Context: an optimization exercise on an open-source flow, tuned for small area, a short achievable clock period and few clock cycles per item. The choices shown serve that exercise and are no tape-out recipe. Only the layout flow was run in this run; the RTL was not checked for function there. No activity file was given, so power comes from the tool's default toggle rates.

[design.v]
module result_requant_wb #(
  parameter int ADDRESSSIZE    = 10,
  parameter int MATRIX_SIZE    = 32,
  parameter int PARTIAL_SUM_BW = 24,
  parameter int DATA_BW        = 8
) (
  input  logic                                clk,
  input  logic                                rstn,
  input  logic                                start,
  input  logic [ADDRESSSIZE-1:0]              src_addr,
  input  logic [ADDRESSSIZE-1:0]              dst_addr,
  input  logic [ADDRESSSIZE:0]                num_rows,
  input  logic [3:0]                          shift,
  input  logic                                relu_en,
  output logic                                busy,
  output logic                                done,
  output logic                                res_rd_en,
  output logic [ADDRESSSIZE-1:0]              res_rd_addr,
  input  logic [PARTIAL_SUM_BW*MATRIX_SIZE-1:0] res_rd_data,
  output logic                                ub_wr_en,
  output logic [ADDRESSSIZE-1:0]              ub_wr_addr,
  output logic [DATA_BW*MATRIX_SIZE-1:0]      ub_wr_data,
  input  logic                                ub_wr_ready
);
  localparam int PSB = PARTIAL_SUM_BW;
  localparam int NM  = PSB - DATA_BW;    
  logic                           r_job;       
  logic                           r_zero;      
  logic                           r_rd_more;   
  logic [ADDRESSSIZE:0]           r_rd_left;   
  logic [ADDRESSSIZE-1:0]         r_rd_addr;   
  logic                           r_s_valid;   
  logic                           r_s_last;    
  logic                           r_o_valid;   
  logic                           r_o_last;    
  logic [ADDRESSSIZE-1:0]         r_o_addr;
  logic [DATA_BW*MATRIX_SIZE-1:0] r_o_data;
  logic [3:0]                     r_shift;
  logic                           r_relu_en;
  logic [NM-1:0]                  r_mask;      
  logic [DATA_BW*MATRIX_SIZE-1:0] w_quant;
  logic w_free;      
  logic w_move;      
  logic w_rd;        
  logic w_done;
  logic w_accept;    
  logic w_nz;
  assign w_free   = ~r_o_valid | ub_wr_ready;
  assign w_move   = r_s_valid & w_free;
  assign w_rd     = r_rd_more & (~r_s_valid | w_free);
  assign w_done   = r_zero | (r_o_valid & ub_wr_ready & r_o_last);
  assign busy     = r_job & ~(ub_wr_ready & r_o_valid & r_o_last);
  assign done     = w_done;
  assign w_accept = start & ~busy;
  assign w_nz     = |num_rows;
  assign res_rd_en   = (w_accept & w_nz) | w_rd;
  assign res_rd_addr = r_rd_more ? r_rd_addr : src_addr;
  assign ub_wr_en    = r_o_valid;
  assign ub_wr_addr  = r_o_addr;
  assign ub_wr_data  = r_o_data;
  always_ff @(posedge clk or negedge rstn) begin
    if (!rstn) begin
      r_job     <= 1'b0;
      r_zero    <= 1'b0;
      r_rd_more <= 1'b0;
      r_rd_left <= '0;
      r_rd_addr <= '0;
      r_s_valid <= 1'b0;
      r_s_last  <= 1'b0;
      r_o_valid <= 1'b0;
      r_o_last  <= 1'b0;
      r_o_addr  <= '0;
      r_shift   <= '0;
      r_relu_en <= 1'b0;
      r_mask    <= '0;
    end else begin
      if (w_move) begin
        r_o_valid <= 1'b1;
        r_o_last  <= r_s_last;
        r_o_addr  <= r_o_addr + 1'b1;
      end else if (ub_wr_ready) begin
        r_o_valid <= 1'b0;
      end
      if (w_accept) begin
        r_job     <= w_nz;
        r_zero    <= ~w_nz;
        r_rd_more <= (num_rows > 1);
        r_rd_left <= num_rows - 1'b1;
        r_rd_addr <= src_addr + 1'b1;
        r_s_valid <= w_nz;
        r_s_last  <= (num_rows == 1);
        r_o_addr  <= dst_addr - 1'b1;
        r_shift   <= shift;
        r_relu_en <= relu_en;
        for (int i = 0; i < NM; i++) r_mask[i] <= (i >= shift);
      end else begin
        r_zero <= 1'b0;
        if (w_done) r_job <= 1'b0;
        if (w_rd) begin
          r_rd_more <= (r_rd_left != 1);
          r_rd_left <= r_rd_left - 1'b1;
          r_rd_addr <= r_rd_addr + 1'b1;
          r_s_valid <= 1'b1;
          r_s_last  <= (r_rd_left == 1);
        end else if (w_move) begin
          r_s_valid <= 1'b0;
        end
      end
    end
  end
  always_ff @(posedge clk) begin
    if (w_move) r_o_data <= w_quant;
  end
  genvar gi;
  generate
    for (gi = 0; gi < MATRIX_SIZE; gi++) begin : g_lane
      logic [PSB-1:0]     w_x;
      logic signed [PSB:0] w_u;
      logic [NM-1:0]      w_e;
      logic               w_ovf;
      logic               w_inc;
      logic [DATA_BW-1:0] w_t;
      logic [DATA_BW-1:0] w_q;
      assign w_x   = res_rd_data[PSB*gi +: PSB];
      assign w_u   = $signed({w_x, 1'b0}) >>> r_shift;
      assign w_e   = w_x[PSB-2:DATA_BW-1] ^ {NM{w_x[PSB-1]}};
      assign w_ovf = |(w_e & r_mask);
      assign w_t   = w_u[DATA_BW:1];
      assign w_inc = w_u[0] & ~(w_t == {1'b0, {(DATA_BW-1){1'b1}}});
      assign w_q = (r_relu_en && w_x[PSB-1]) ? '0 :
                   w_ovf ? {w_x[PSB-1], {(DATA_BW-1){~w_x[PSB-1]}}} :
                           w_t + w_inc;
      assign w_quant[DATA_BW*gi +: DATA_BW] = w_q;
    end
  endgenerate
endmodule
[run.sh]
#!/bin/bash
# synth_recipe.tcl (not shown) runs the flow's synth.tcl, then flattens the netlist and writes it again
# the make line also repeats each setting of config.mk as NAME=value (left out here)
make -C /OpenROAD-flow-scripts/flow DESIGN_CONFIG=/design/flow/config.mk WORK_HOME=/design/flow/orfs CLKGATE_MAP_FILE= SYNTH_SCRIPT=/design/flow/synth_recipe.tcl finish
[config.mk]
export PLATFORM = sky130hd
export DESIGN_NAME = result_requant_wb
export DESIGN_NICKNAME = result_requant_wb
export VERILOG_FILES = /design/flow/design.v
export SDC_FILE = /design/flow/constraint.sdc
export NUM_CORES = 4
export LEC_CHECK = 0
export CAP_MARGIN = 20
export CORE_MARGIN = 2
export CORE_UTILIZATION = 40
export SETUP_SLACK_MARGIN = 4
export SLEW_MARGIN = 20
[constraint.sdc]
create_clock -name core_clock -period 8.0 [get_ports {clk}]
set_input_delay 1.6000 -clock core_clock [delete_from_list [all_inputs] [get_ports {clk}]]
set_output_delay 1.6000 -clock core_clock [all_outputs]
set_load 0.01 [all_outputs]
==> notes.md <==
-- stage by stage --
step | hold WS (ns) | setup WS (ns)
detailed placement | 0.504 | 2.77
global placement | 0.500 | 2.78
floorplan | 0.480 | 1.43
finish | 0.524 | 3.77
global route | 0.550 | 3.73
CTS | 0.528 | 3.80
-- worst max-delay path by stage --
stage / end / slack, ns / depth (start not counted)
after floorplan: r_o_addr[6]$_DFFE_PN0P_ / 1.43 / 6
after global placement: res_rd_en / 2.78 / 7
after detailed placement: res_rd_en / 2.77 / 7
after CTS: res_rd_en / 3.80 / 7
after global routing: r_job$_DFFE_PN0P_ / 3.73 / 27
final: r_job$_DFFE_PN0P_ / 3.77 / 27
-- final cells by class --
class,instances,area (µm²)
diodes,171,428
clock buffers,51,1170
clock inverters,28,398
fillers,10359,54000
inverters,86,323
multi-input cells,3522,36800
flip-flops and latches,315,9200
well taps,1536,1920
repair buffers,1287,13700
-- power groups by stage --
stage | combinational (W) | clock, W | sequential [W]
2_1_floorplan | 0.0117 | 0 | 0.00292
3_3_place_gp | 0.0161 | 0 | 0.00328
3_5_place_dp | 0.0162 | 0 | 0.00328
4_1_cts | 0.0168 | 0.00226 | 0.00319
5_1_grt | 0.0190 | 0.00231 | 0.00323
6_report | 0.0179 | 0.00222 | 0.00322
-- flip-flops by register name (all words and copies together) (netlist names) --
signal     flops
r_job          1
r_mask        16
r_o_addr      10
r_o_data     256
r_o_last       1
r_o_valid      1
r_rd_addr     10
r_rd_left     11
r_rd_more      1
r_relu_en      1
r_s_last       1
r_s_valid      1
r_shift        4
r_zero         1
-- Yosys cell counts, drive strengths merged, types with 31 or more instances --
cell	n	area, µm²
mux2	73	822
nor2b	34	213
a22o	84	736
and4	38	333
xnor2	157	1380
a21oi	79	395
mux2i	51	510
nand2	336	1260
clkbuf	189	709
a221o	35	350
ha	71	888
o22ai	57	357
nand2b	64	400
and2	40	250
dfrtp	59	1480
a22oi	390	2930
nand4	49	307
mux4	711	16000
inv	85	319
nor2	77	289
nand3	46	230
nor3	35	175
xor2	494	4330
o21ai	266	1330
edfxtp	256	7690
buf	220	1180
o311a	31	310
a221oi	51	447
-- what timing repair did --
| action | CTS | global route |
|---|---|---|
| gates cloned | 7 | 5 |
| resized for setup | 340 | 637 |
| endpoints found under the setup margin | 255 | 208 |
| pin swaps | 13 | 97 |
| endpoints found under the hold margin | 0 | 0 |
| setup buffers | 61 | 66 |
-- metal layers --
layer / global-route usage / vias to the layer above / share of wire
met5: 0 / - / 0.0021
met4: 0.231 / 72 / 0.072
met3: 0.116 / 879 / 0.13
met2: 0.552 / 3703 / 0.44
met1: 0.468 / 23857 / 0.36
li1: - / 19710 / -
-- cell families after synthesis --
group                    Yosys count  synth area share
XOR/XNOR                         651             0.120
flip-flops                       315             0.193
multiplexers                     835             0.365
buffers and inverters            495            0.0466
adder cells (fa/ha/maj)           71            0.0187
AND/OR/NAND/NOR                  826            0.0889
AO/OA/AOI/OAI                   1136             0.168
==> qor.txt <==
==============================================================================
Status                                                            finished clean
Hold Path End                                                     r_o_last$_DFFE_PN0P_
Net Sw Power                                                          0.0111 W
Area delta synth->final                                                  34.5%
Die boundary width                                                      349 µm
Warning count from the yosys run                                             1
Arr. time, crit path                                                   4.77 ns
Number of clock buffers inserted by TritonCTS                               44
Clock power share                                                        0.095
Highest attainable clock frequency                                   0.236 GHz
Max Root-Sink Buffers                                                        3
Cell total after placement                                               6,607
Vertical die dimension                                                  349 µm
Cell Area, Synth                                                    47,500 µm²
Worst setup slack for register-to-register paths                       4.12 ns
Final count of pins violating max slew                                       0
Final core area utilization                                              0.542
Detailed router's first-iteration violation count                        5,858
Fin crit share                                                           0.529
Die Footprint                                                      122,000 µm²
Most common cell after layout, fill and taps aside                      mux4_2
Highest cell delay on the worst timing path                            0.19 ns
Number of enable flip-flop cells after synthesis                           256
Antenna violation net count after detailed routing                           0
Setup repair after global routing missed its margin                       true
CTS clock-pin slew for the worst setup and hold paths                  0.06 ns
Critical path buffers and inverters                                         23
Synthesized Nets                                                         5,208
Worst Max-Slew Pin Slew                                                1.21 ns
Count of boundary I/O pins                                               1,088
Post-route DRC violation count                                               0
Fraction of power spent switching nets                                   0.479
Number of instances on the worst hold path                                   1
Worst clock skew                                                     0.0390 ns
Placed standard-cell area                                           59,300 µm²
Reg-to-reg endpoint                                               r_o_data[54]$_SDFFCE_PP0P_
Count of endpoints failing setup in the final report                         0
Fraction of layout instances using a drive strength above 1              0.249
Number of non-filler instances in the completed layout                   6,996
Startpoint of the tightest hold check path                        r_s_last$_DFFE_PN0P_
Post-detail-place hpwl                                              169,000 µm
Last weighted congestion value of the routability-driven placer           1.01
Length of the first detailed-routing pass in iterations                      6
Number of global-route vias before repair                               44,517
Power share of the sequential group                                      0.138
Part of the Yosys area used for sequential elements                      0.193
Power per cell area                                                 364 nW/µm²
Number of buffers added to fix hold violations after cts                     0
Insertion delay of the later-clocked pin in the worst-skew pair        0.64 ns
Leading cell types in the layout, fill and taps excluded          711 x mux4_2, 493 x xor2_1, 442 x clkdlybuf4s50_1
Crit-path leading delay family                                    buffers and inverters
Total global routing overflow                                                0
All-Layer GR Usage                                                       0.370
Worst min-delay path class                                          reg -> reg
Initial core utilization                                                 0.403
Fin. Hold Viols                                                              0
Number of max-capacitance violations reported                                0
Slew Limit Headroom                                                      0.187
CTS Root Buffer Type                                                 clkbuf_16
Maximum number of pins on one net before global-route repair               138
Most frequent CP cell                                                    buf_4
Net count of the finished layout                                         6,135
Antenna violations before repair                                           222
Gate count of the mapped netlist                                         4,329
Core region area                                                   118,000 µm²
Count of H-tree levels built during CTS                                      2
Clk sink count                                                             315
Highest net fanout along the worst path                                      3
Final total negative setup slack                                          0 ns
Post-route design area                                              63,900 µm²
Critical Path Slowest Stage Cell                                      a21boi_4
Fraction of power consumed by combinational cells                        0.766
CTS tree                                                                   yes
Register-to-Register Path Depth                                             14
Flops & latches, synth                                                     315
Start of the worst register-to-register path                      r_shift[1]$_DFFE_PN0P_
Vias per cell                                                             6.89
Avg Inst Size Synth                                                   11.0 µm²
Global-route wire length before repair                              329,000 µm
Critical Path Source                                               ub_wr_ready
Max IR drop VDD                                                       0.260 mV
Classification of the worst setup path                               in -> reg
Routed wire per std cell                                               33.9 µm
Site Rows                                                                  126
Element type at the critical path start                             input port
Port Buffers                                                             1,087
Total power of the final layout                                       0.0233 W
Asr flop ratio synth                                                     0.187
Total number of vias                                                    48,221
Kind of end point of the critical path                                register
Shortest clock period the worst path allows after layout               4.23 ns
P_leak                                                                 25.6 nW
Main flop type after synthesis                                        edfxtp_1
Required time of the critical path                                     8.53 ns
Count of distinct cell types in the synthesized netlist                     63
Internal portion of total power                                       0.0121 W
Final wirelength                                                    237,000 µm
==============================================================================

==> re-timing with driven ports <==
In the flow no input, the clock included, has a driving cell. The finished layout below was timed again as built, in two steps.
Step 1: set_driving_cell puts a clkbuf_16 on clk and a buf_2 on each other input, an assumption about the parent block.
Step 2 adds t to the input delays and takes it off the output delays; t is the mean of the earliest and latest rising clock arrival at the registers after step 1. Input paths then give back, and output paths get back, about the clock's delay inside the block.
Slacks: no drivers / after step 1 / after step 2; pairs: no drivers / after step 1.
t, ns: 0.696
setup WS [ns]: 3.767 / 3.678 / 2.983
hold slack, ns: 0.524 / 0.524 / 0.524
worst setup path at the end: input to register
pins driven straight from the clock port: 1
After both steps this run still meets setup and hold. For this run, drivers alone change the setup slack by -0.089 ns; drivers and shift together by -0.784 ns.
